Source: an optimization exercise on an open RTL-to-GDS flow (aim: small area, a short achievable clock period and few clock cycles). Production flows keep margins and buffers that such runs may drop. In this exercise RTL edits were held to simulation tests only and were not proved equivalent to the original. No activity file was given, so power comes from the tool's default toggle rates.

File: config.mk
export PLATFORM = sky130hd
export DESIGN_NAME = sort_xcel
export DESIGN_NICKNAME = sort_xcel
export VERILOG_FILES = /design/flow/design.v
export SDC_FILE = /design/flow/constraint.sdc
export NUM_CORES = 4
export LEC_CHECK = 0
export ABC_AREA = 1
export CAP_MARGIN = 20
export CORE_MARGIN = 2
export CORE_UTILIZATION = 55
export SETUP_SLACK_MARGIN = 4.8
export SLEW_MARGIN = 20
File: constraint.sdc
create_clock -name core_clock -period 9.0 [get_ports {clk}]
set_input_delay 1.8000 -clock core_clock [delete_from_list [all_inputs] [get_ports {clk}]]
set_output_delay 1.8000 -clock core_clock [all_outputs]
set_load 0.01 [all_outputs]
File: design.v
`default_nettype none
package sort_pkg;
  localparam int DATA_W = 32;
  localparam int IDX_W  = 16;
  localparam logic [1:0] REG_GO    = 2'd0;
  localparam logic [1:0] REG_BASE  = 2'd1;
  localparam logic [1:0] REG_SIZE  = 2'd2;
  localparam logic [1:0] REG_STACK = 2'd3;
endpackage
`default_nettype wire
`timescale 1ns/100ps
`default_nettype none
module sort_xcel_regs (
  input  wire logic                        clk,
  input  wire logic                        xcel_req_val_i,
  output logic                             xcel_req_rdy_o,
  input  wire logic                        xcel_req_write_i,
  input  wire logic [1:0]                  xcel_req_addr_i,
  input  wire logic [sort_pkg::DATA_W-1:0] xcel_req_data_i,
  output logic                             xcel_resp_val_o,
  input  wire logic                        xcel_resp_rdy_i,
  output logic [sort_pkg::DATA_W-1:0]      xcel_resp_data_o,
  input  wire logic                        busy_i,
  output logic                             go_o,
  output logic [29:0]                      base_o,    
  output logic [sort_pkg::IDX_W-1:0]       size_o,
  output logic [29:0]                      stack_o    
);
  logic wr_xfer;
  assign xcel_req_rdy_o   = !busy_i && xcel_resp_rdy_i;
  assign xcel_resp_val_o  = xcel_req_val_i && !busy_i;
  assign xcel_resp_data_o = {{(sort_pkg::DATA_W-1){1'b0}}, !xcel_req_write_i};
  assign wr_xfer          = xcel_req_val_i && xcel_req_rdy_o && xcel_req_write_i;
  assign go_o             = wr_xfer && (xcel_req_addr_i == sort_pkg::REG_GO);
  always_ff @(posedge clk) begin
    if (wr_xfer) begin
      case (xcel_req_addr_i)
        sort_pkg::REG_BASE:  base_o  <= xcel_req_data_i[31:2];
        sort_pkg::REG_SIZE:  size_o  <= xcel_req_data_i[sort_pkg::IDX_W-1:0];
        sort_pkg::REG_STACK: stack_o <= xcel_req_data_i[31:2];
        default: ;
      endcase
    end
  end
endmodule
`default_nettype wire
`timescale 1ns/100ps
`default_nettype none
module sort_xcel (
  input  wire logic                        clk,
  input  wire logic                        reset,
  input  wire logic                        xcel_req_val_i,
  output logic                             xcel_req_rdy_o,
  input  wire logic                        xcel_req_write_i,
  input  wire logic [1:0]                  xcel_req_addr_i,
  input  wire logic [sort_pkg::DATA_W-1:0] xcel_req_data_i,
  output logic                             xcel_resp_val_o,
  input  wire logic                        xcel_resp_rdy_i,
  output logic [sort_pkg::DATA_W-1:0]      xcel_resp_data_o,
  output logic                             mem_req_val_o,
  input  wire logic                        mem_req_rdy_i,
  output logic                             mem_req_write_o,
  output logic [sort_pkg::DATA_W-1:0]      mem_req_addr_o,
  output logic [sort_pkg::DATA_W-1:0]      mem_req_data_o,
  input  wire logic                        mem_resp_val_i,
  output logic                             mem_resp_rdy_o,
  input  wire logic                        mem_resp_write_i,
  input  wire logic [sort_pkg::DATA_W-1:0] mem_resp_data_i
);
  localparam int DW = sort_pkg::DATA_W;
  localparam int IW = sort_pkg::IDX_W;
  logic          busy, go;
  logic [29:0]   base_w, stack_w;
  logic [IW-1:0] n;
  sort_xcel_regs i_regs (
    .clk,
    .xcel_req_val_i, .xcel_req_rdy_o, .xcel_req_write_i, .xcel_req_addr_i,
    .xcel_req_data_i, .xcel_resp_val_o, .xcel_resp_rdy_i, .xcel_resp_data_o,
    .busy_i(busy), .go_o(go), .base_o(base_w), .size_o(n), .stack_o(stack_w)
  );
  function automatic logic [16:0] add16(input logic [15:0] a, input logic [15:0] b);
    logic [15:0] p, g, pp, gg;
    p = a ^ b;
    g = a & b;
    pp = p;
    gg = g;
    for (int d = 1; d < 16; d = d * 2) begin
      for (int i = 15; i >= d; i--) begin
        gg[i] = gg[i] | (pp[i] & gg[i-d]);
        pp[i] = pp[i] & pp[i-d];
      end
    end
    add16 = {gg[15], p ^ {gg[14:0], 1'b0}};
  endfunction
  logic [IW+1:0] w;           
  logic          pre;         
  logic          src_arr;     
  logic          dst_arr;     
  logic          all_done;
  logic          first_odd;   
  assign all_done = pre ? (n <= 16'd1) : ({2'b0, n} <= w);
  assign first_odd = !((n > 16'd8) ^ (n > 16'd32) ^ (n > 16'd128) ^ (n > 16'd512) ^
                       (n > 16'd2048) ^ (n > 16'd8192) ^ (n > 16'd32768));
  logic [IW-1:0]      lo;       
  logic [3:0][IW-1:0] o, oi;    
  logic [3:0][IW-1:0] ra;       
  logic [3:0][IW:0]   kw;       
  logic [3:0]         ract;     
  logic [3:0]         left;     
  logic [3:0]         lastr;    
  logic               need_desc;  
  logic [IW+2:0]      lo_nx;
  logic               rd_last;  
  logic               rd_done;
  logic [IW+1:0]      rw_w;     
  assign rw_w  = pre ? {{IW{1'b0}}, 2'b10} : w;
  assign kw[0] = '0;
  assign kw[1] = rw_w[IW:0];
  assign kw[2] = {rw_w[IW-1:0], 1'b0};
  assign kw[3] = rw_w[IW:0] | {rw_w[IW-1:0], 1'b0};
  always_comb begin
    for (int k = 0; k < 4; k++) begin
      oi[k]    = o[k] + 1'b1;
      ra[k]    = lo | kw[k][IW-1:0] | o[k];
      ract[k]  = (({1'b0, lo} | kw[k]) < {1'b0, n});
      lastr[k] = (|(oi[k] & rw_w[IW-1:0])) || ((lo | kw[k][IW-1:0] | oi[k]) == n);
    end
  end
  assign lo_nx   = {3'b0, lo} + {rw_w, 2'b00};
  always_ff @(posedge clk) rd_last <= (lo_nx >= {3'b0, n});
  assign rd_done = !(|left) && !need_desc;
  logic [3:0][DW-1:0] hd, xd, hd_d, xd_d;
  logic [3:0]         hv, hl, xv, xl, hv_d, hl_d, xv_d, xl_d;
  logic [3:0][1:0]    occ;      
  logic [3:0][3:0]    gt;       
  logic [3:0]         ltx;      
  logic               rlt;      
  logic [3:0]         swap;
  logic [3:0]         done;
  logic [3:0][2:0] tq;
  logic [2:0]      tq_h;
  logic [1:0]      trp, twp;
  logic [2:0]      tcnt;
  logic            rsp;
  logic [3:0]      push;
  logic [2:0]      tnew;
  assign rsp  = mem_resp_val_i && !mem_resp_write_i;
  assign tq_h = tq[trp];
  always_comb for (int k = 0; k < 4; k++) push[k] = rsp && (tq_h[2:1] == k);
  logic [1:0][1:0] mq;
  logic            mpush;
  logic [1:0]      mval;
  logic [1:0]      mcnt;
  logic [3:0]      act;
  logic [3:0] live, done_n;
  logic [1:0] mq0_n;
  logic       mact_n;
  always_comb begin
    mact_n = merge_end ? (mcnt == 2'd2 || mpush) : (mcnt != 2'd0 || mpush);
    mq0_n  = merge_end ? ((mcnt == 2'd2) ? mq[1] : mval) : ((mcnt == 2'd0) ? mval : mq[0]);
    done_n = merge_end ? 4'b0 : (done | fin);
    for (int k = 0; k < 4; k++) act[k] = mact_n && (k <= mq0_n);
  end
  assign rlt = mem_resp_data_i < hd[tq_h[2:1]];
  logic          pwv;         
  logic [DW-1:0] pwd;
  logic [IW-1:0] wp;          
  logic [3:0]    hs_rsp, xs_rsp;
  logic [3:0]    ready;        
  logic [3:0]    ltx_d, ready_d;
  logic [3:0]    win, pop, fin, ht_x, ht_rsp, xt_rsp;
  logic          all_ready, pop_any, merge_end;
  always_comb begin
    for (int k = 0; k < 4; k++) begin
      swap[k]  = pre && hv[k] && !hl[k] && xv[k] && ltx[k];
    end
    all_ready = 1'b1;
    for (int k = 0; k < 4; k++) if (live[k] && !ready[k]) all_ready = 1'b0;
    for (int k = 0; k < 4; k++) begin
      win[k] = live[k];
      for (int j = 0; j < 4; j++) begin
        if (j > k && live[j] &&  gt[k][j]) win[k] = 1'b0;
        if (j < k && live[j] && !gt[j][k]) win[k] = 1'b0;
      end
    end
    pop_any   = busy && !pwv && all_ready && (|live);
    merge_end = 1'b0;
    for (int k = 0; k < 4; k++) begin
      pop[k] = pop_any && win[k];
      fin[k] = pop[k] && hl[k];
      if (fin[k] && ((live & ~(4'b1 << k)) == 4'b0)) merge_end = 1'b1;
    end
  end
  always_comb begin
    for (int k = 0; k < 4; k++) begin
      ht_x[k]   = (pop[k] && xv[k]) || swap[k];
      ht_rsp[k] = push[k] && (pop[k] ? !xv[k] : !hv[k]);
      xt_rsp[k] = push[k] && !ht_rsp[k];
      hs_rsp[k] = (tq_h[2:1] == k) && (pop[k] ? !xv[k] : !hv[k]);
      xs_rsp[k] = (tq_h[2:1] == k) && (pop[k] ? xv[k] : (hv[k] && !xv[k]));
      hd_d[k] = hs_rsp[k] ? mem_resp_data_i : ht_x[k] ? xd[k] : hd[k];
      hl_d[k] = ht_rsp[k] ? tq_h[0] : (pop[k] && xv[k]) ? xl[k] : hl[k];
      hv_d[k] = ht_rsp[k] || (pop[k] ? xv[k] : hv[k]);
      xd_d[k] = xs_rsp[k] ? mem_resp_data_i : swap[k] ? hd[k] : xd[k];
      xl_d[k] = xt_rsp[k] ? tq_h[0] : xl[k];
      xv_d[k] = xt_rsp[k] || (xv[k] && !pop[k]);
      ltx_d[k] = xt_rsp[k] ? rlt : swap[k] ? 1'b0 : ltx[k];
      ready_d[k] = hv_d[k] && (!pre || hl_d[k] || (xv_d[k] && !ltx_d[k]));
    end
  end
  logic          rv, rwr;
  logic [29:0]   raddr;
  logic [DW-1:0] rdata;
  logic          rfree, iss_w, iss_r, rd_any;
  logic [3:0]    fb, sel, iss;
  logic [3:0]    popl;
  assign rfree = !rv || mem_req_rdy_i;
  always_comb begin
    logic found;
    found = 1'b0;
    for (int k = 0; k < 4; k++) begin
      fb[k] = 1'b0;
      if (!found && left[k] && occ[k] == 2'd0) begin
        fb[k] = 1'b1;
        found = 1'b1;
      end
    end
    for (int k = 0; k < 4; k++) begin
      if (!found && left[k] && !occ[k][1]) begin
        fb[k] = 1'b1;
        found = 1'b1;
      end
    end
    popl = pop & left;
    sel  = (|popl) ? popl : fb;
  end
  assign rd_any = (|sel) && (tcnt != 3'd4);
  assign iss_w  = rfree && pwv;
  assign iss_r  = busy && !all_done && rfree && !pwv && rd_any;
  assign iss    = iss_r ? sel : 4'b0;
  logic [29:0]   rbase, addr;
  logic [IW-1:0] ridx, rsel;
  logic [13:0]   rhi1;
  logic [16:0]   rlo;
  always_comb begin
    rsel = '0;
    for (int k = 0; k < 4; k++) if (sel[k]) rsel = rsel | ra[k];
    tnew = '0;
    for (int k = 0; k < 4; k++) if (sel[k]) tnew = tnew | {k[1:0], lastr[k]};
  end
  assign rbase = (pwv ? dst_arr : src_arr) ? base_w : stack_w;
  assign ridx  = pwv ? wp : rsel;
  assign rhi1  = rbase[29:16] + 1'b1;
  assign rlo   = add16(rbase[15:0], ridx);
  assign addr  = {rlo[16] ? rhi1 : rbase[29:16], rlo[15:0]};
  assign mem_req_val_o   = rv;
  assign mem_req_write_o = rwr;
  assign mem_req_addr_o  = {raddr, 2'b00};
  assign mem_req_data_o  = rdata;
  assign mem_resp_rdy_o  = 1'b1;
  logic pass_end, advance;
  assign pass_end = busy && !all_done && rd_done && rd_last && (wp == n);
  assign advance  = busy && !all_done && rd_done && !rd_last;
  always_ff @(posedge clk) begin
    if (reset) begin
      busy  <= 1'b0;
      rv    <= 1'b0;
      pwv   <= 1'b0;
      occ   <= '0;
      tcnt  <= '0;
      twp   <= '0;
      trp   <= '0;
      hv    <= '0;
      xv    <= '0;
      done  <= '0;
      live  <= '0;
      ready <= '0;
      mcnt  <= '0;
    end else begin
      hv <= hv_d;
      ready <= ready_d;
      xv <= xv_d;
      for (int k = 0; k < 4; k++) occ[k] <= occ[k] + iss[k] - pop[k];
      tcnt <= tcnt + iss_r - rsp;
      if (iss_r) twp <= twp + 1'b1;
      if (rsp)   trp <= trp + 1'b1;
      done <= done_n;
      live <= act & ~done_n;
      if (pop_any)    pwv <= 1'b1;
      else if (iss_w) pwv <= 1'b0;
      if (rfree) rv <= iss_w || iss_r;
      if (go) begin
        busy <= 1'b1;
      end else if (busy && all_done && !pwv && rfree) begin
        busy <= 1'b0;
      end
      mcnt <= mcnt + mpush - merge_end;
    end
  end
  assign mpush = busy && !all_done && need_desc && (mcnt != 2'd2);
  assign mval  = ract[3] ? 2'd3 : ract[2] ? 2'd2 : ract[1] ? 2'd1 : 2'd0;
  always_ff @(posedge clk) begin
    if (merge_end) mq[0] <= mq[1];
    if (mpush) mq[mcnt[0] ^ merge_end] <= mval;
  end
  always_ff @(posedge clk) begin
    if (iss_r) tq[twp] <= tnew;
  end
  always_ff @(posedge clk) begin
    hd <= hd_d;
    xd <= xd_d;
    hl <= hl_d;
    xl <= xl_d;
    for (int k = 0; k < 4; k++) begin
      ltx[k] <= ltx_d[k];
      for (int j = 0; j < 4; j++) gt[k][j] <= (j > k) && (hd_d[j] < hd_d[k]);
    end
    for (int k = 0; k < 4; k++) if (pop[k]) pwd <= hd[k];
    if (rfree) begin
      rwr   <= iss_w;
      raddr <= addr;
      rdata <= pwd;
    end
    if (go) begin
      w       <= {{(IW-2){1'b0}}, 4'b1000};
      pre     <= 1'b1;
      src_arr <= 1'b1;
      dst_arr <= first_odd;
      lo      <= '0;
      o       <= '0;
      left    <= '0;
      need_desc <= 1'b1;
      wp      <= '0;
    end else if (pass_end) begin
      if (!pre) w <= {w[IW-1:0], 2'b00};
      pre     <= 1'b0;
      src_arr <= dst_arr;
      dst_arr <= !dst_arr;
      lo      <= '0;
      o       <= '0;
      left    <= '0;
      need_desc <= 1'b1;
      wp      <= '0;
    end else begin
      if (iss_w) wp <= wp + 1'b1;
      for (int k = 0; k < 4; k++) if (iss[k]) o[k] <= oi[k];
      if (mpush) need_desc <= 1'b0;
      if (mpush) left <= ract;
      else for (int k = 0; k < 4; k++) if (iss[k]) left[k] <= !lastr[k];
      if (advance) begin
        lo        <= lo_nx[IW-1:0];
        o         <= '0;
        need_desc <= 1'b1;
      end
    end
  end
endmodule
`default_nettype wire
File: run.sh
#!/bin/bash
# synth_recipe.tcl (not shown) runs the flow's synth.tcl, then flattens the netlist and writes it again
# the make line also repeats each setting of config.mk as NAME=value (left out here)
make -C /OpenROAD-flow-scripts/flow DESIGN_CONFIG=/design/flow/config.mk WORK_HOME=/design/flow/orfs CLKGATE_MAP_FILE= SYNTH_SCRIPT=/design/flow/synth_recipe.tcl finish
==> qor.csv <==
stage,metric,value,unit
cts,"Clk Latency, worst-skew pair",640,ps
setup_path,"critical path fanouts, max",2,
global_route,All-Layer GR Usage,37.4,%
synth,Yosys cell types,71,
global_route,vias in the first global route,33000,
synth,Synth Register Bits,611,
layout,Finished Core Util,65.1,%
synth,"area leader, netlist",edfxtp_1,
sta,Max Slew Vio Count,0,
layout,"number of standard cells in the layout, taps in and fillers out",5848,
floorplanning,Initial Util,55.8,%
cts,CTS Sinks,611,
sta,skew final,34.9,ps
global_route,global-route wire length before repair,199000,um
worst_hold_path,Hold Crit Class,flip-flop to flip-flop,
placement,gpl congestion,1.06,
run_status,outcome,no timing/DRC/antenna violations,
cts,depth of the CTS H-tree,3,
pwr,Flop pwr share,34.2,%
sta,relative slew slack,22.1,%
routing,Via density,6.04,
setup_path,CP Launch Type,primary input,
floorplanning,IO Count,175,
routing,post-route ant nets,0,
cts,clk root buf,clkbuf_16,
floorplanning,Die Footprint,0.0705,mm^2
cts,CTS tree,built,
placement,Post-Place Setup Slack,3010,ps
placement,final HPWL from detailed placement,92400,um
floorplanning,Rows,95,
pwr,Net Sw Frac,37.9,%
setup_path,Critical Path RT,7200,ps
routing,Post-route DRC,0,
cts,Worst-path clk slew,60,ps
pwr,Comb pwr share,37.3,%
sta,highest clock rate,239,MHz
pwr,Switch Pwr,0.00411,W
setup_path,CP Capture Type,primary output,
sta,setup tns final,0,ps
cts,TritonCTS Buffers,71,
routing,drt pass-1 iters,6,
placement,dpl cells,5618,
floorplanning,Core ar.,0.0674,mm^2
global_route,largest net degree at the start of global routing,66,
pwr,Clk pwr share,28.5,%
sta,RSZ-0062 raised after global routing,true,
pwr,Pleak,19.4,nW
floorplanning,Chip Height,266,um
sta,Setup Viol. Count Final,0,
placement,# port buffers,140,
synth,list of most frequent post-synthesis cells,"1069 x nand2_1, 527 x inv_1, 426 x o21ai_0",
pwr,VDD IR max,196,uV
cts,post-cts hold buffer count,0,
sta,Least-Margin Pin Slew,1170,ps
routing,initial detailed-routing violation count,3707,
pwr,Internal Dissipation,0.00674,W
synth,most frequent cell after synthesis,nand2_1,
sta,final period utilization,46.5,%
setup_path,WP data arrival,2380,ps
synth,Synth area leaders,"edfxtp_1 25%, dfxtp_1 16%, nand2_1 11%, ha_1 10%, o21ai_0 5.7%",
synth,predominant post-synthesis flop cell,edfxtp_1,
pwr,PD cells,247,mW/mm^2
layout,Layout area overhead,16.6,%
routing,via count,35300,
worst_hold_path,WHS Path Cells,0,
setup_path,reg2reg end,gt[11]$_DFF_P_,
synth,YS warnings,2,
job,max cap viols,0,
layout,share of cells above drive strength 1,9.55,%
sta,Final min period,4180,ps
setup_path,R2R setup slack,4880,ps
setup_path,"Worst Path Class, Setup",primary input to primary output,
sta,setup slack after layout,4820,ps
layout,final net count,5304,
layout,antenna cells,0,
routing,drt wl/cell,23.4,um
worst_hold_path,Hold Crit Start,pwd[30]$_DFFE_PP_,
setup_path,Worst R2R Start,live[0]$_SDFF_PP0_,
synth,fraction of registers with async set or reset after synthesis,0,%
synth,Avg Inst Size Synth,7.96,um^2
floorplanning,Chip Width,266,um
global_route,initial antenna violation count,0,
synth,register area share after synthesis,41.0,%
cts,CTS Buffer Depth,3,
setup_path,path depth of the worst reg2reg path,19,
routing,Detailed Route WL,137000,um
synth,mapped cell area,0.0376,mm^2
synth,share of the synthesized area in the top cell type,25.4,%
synth,"EDFF count, synth",318,
worst_hold_path,hold endpoint,rdata[30]$_DFFE_PN_,
synth,Mapped Cells,4727,
global_route,total gr overflow,0,
sta,Final Hold Viols,0,
-- power groups by stage --
stage                     Combinational (W)  Sequential, W  Clock (W)
after floorplan                     0.00249        0.00363          0
after global placement              0.00349        0.00375          0
after global routing                0.00447        0.00374    0.00322
after CTS                           0.00372        0.00369    0.00312
final                               0.00405        0.00372    0.00309
after detailed placement            0.00353        0.00374          0
-- how the worst max path moves through the flow --
stage,end,slack [ps],cells past startpoint,start
6_report,xcel_req_rdy_o,4820,4,xcel_resp_rdy_i
5_1_grt,raddr[27]$_DFFE_PN_,4700,26,busy$_SDFFE_PP0P_
4_1_cts,occ[7]$_SDFF_PP0_,4680,18,i_regs.size_o[3]$_DFFE_PP_
3_5_place_dp,raddr[24]$_DFFE_PN_,3010,27,busy$_SDFFE_PP0P_
3_3_place_gp,raddr[24]$_DFFE_PN_,3120,27,busy$_SDFFE_PP0P_
2_1_floorplan,i_regs.base_o[0]$_DFFE_PP_,4260,4,xcel_req_val_i
-- cell usage in the layout (no fill, tap or decap), types with 11 or more instances in the layout --
cell type        instances
o221ai_1                37
clkdlybuf4s50_1        134
nor4_1                  20
o21ai_1                 61
dfxtp_1                287
conb_1                  34
xnor2_1                 19
edfxtp_1               318
nand3_1                176
buf_4                  104
ha_1                   304
nand2_2                 16
o211ai_1                76
nor2_2                  11
a21oi_1                239
nand3_2                 15
nor3_1                  56
inv_1                  518
mux2_2                  16
nand2_1               1053
o22ai_1                 39
a221oi_1                31
xor2_1                  76
buf_6                   15
or2_2                   19
inv_2                   15
clkbuf_1                16
o2111ai_1               11
a211oi_1                35
nand2_4                 11
nand4_1                 90
nor2_1                 377
o21ai_0                393
a31oi_1                 35
clkbuf_16               72
nor2_4                  11
-- state kept, by name, indices dropped and copies added (netlist names), 6 cells and up, named ones only --
name,flops
rdata,32
raddr,30
hd,128
o,64
pwd,32
gt,6
i_regs.stack_o,30
lo,13
i_regs.base_o,30
wp,16
tq,12
xd,128
occ,8
w,8
i_regs.size_o,16
-- stage by stage --
stage | hold WS [ps] | total power (W) | cell area, um^2
after global routing | 424 | 0.0114 | 43900
after CTS | 419 | 0.0105 | 42900
final | 417 | 0.0109 | 43900
after floorplan | 400 | 0.00612 | 37700
after global placement | 400 | 0.00724 | 39700
after detailed placement | 405 | 0.00728 | 39700
-- cell families (layout without fill, tap and decap cells) --
group / after synthesis / count (layout) / share of synthesized area (%)
flops: 611 / 611 / 41.0
mux: 23 / 23 / 0.665
buf+inv: 755 / 958 / 8.13
other cells: 2 / 34 / 0.0200
fa+ha+maj: 313 / 313 / 10.4
xor+xnor: 95 / 95 / 2.21
simple gates: 1901 / 1912 / 21.6
compound gates: 1027 / 1029 / 16.0
-- critical path: stages --
cell and delay, ps:
dlygate4sd2_1 220, inv_2 70, nor2_4 160, buf_6 130
-- final cells by class --
cell class	instances	area [um^2]
clock buffers	96	1970
repair buffers	271	2590
fillers	5872	23500
well taps	873	1090
inverters	556	2180
flip-flops and latches	611	15400
clock inverters	35	498
multi-input cells	3406	20100
-- metal layers --
metal	part of all wire [%]	GRT usage [%]
met1	38	45.5
met2	46	61.3
met3	8.3	5.91
met4	8.0	25.7
met5	0	0
-- what timing repair did --
action | 4_1_cts | 5_1_grt
pin swaps | 24 | 58
endpoints found under the setup margin | 118 | 112
resized for setup | 110 | 143
gates cloned | 7 | 6
buffers inserted | 40 | 46
Testbench counts, summed over its fixed seeds: cycles 88,179.

separate check: timing with driven ports:
The results above use ideal ports. As a check the final layout listed here was re-extracted and re-timed, cells and wires unchanged.
Step 1 (the two cells are an assumption about what drives the block):
set clk [get_ports {clk}]
set_driving_cell -lib_cell sky130_fd_sc_hd__clkbuf_16 $clk
set_driving_cell -lib_cell sky130_fd_sc_hd__buf_2 [delete_from_list [all_inputs] $clk]
Step 2 also shifts input and output timing later by t, the mid clock arrival at the registers, as if the neighbouring blocks saw the same clock.
a / b / c = ideal / step 1 / step 2; a / b = the first two.
t (ns): 0.688
slack for setup (ns): 4.815 / 4.771 / 4.332
worst hold slack (ns): 0.417 / 0.417 / 0.417
clock arrival spread, ns: 0.038 / 0.037
After both steps setup and hold are still met in this run. For this run, drivers alone change the setup slack by -0.044 ns; drivers and shift together by -0.483 ns.
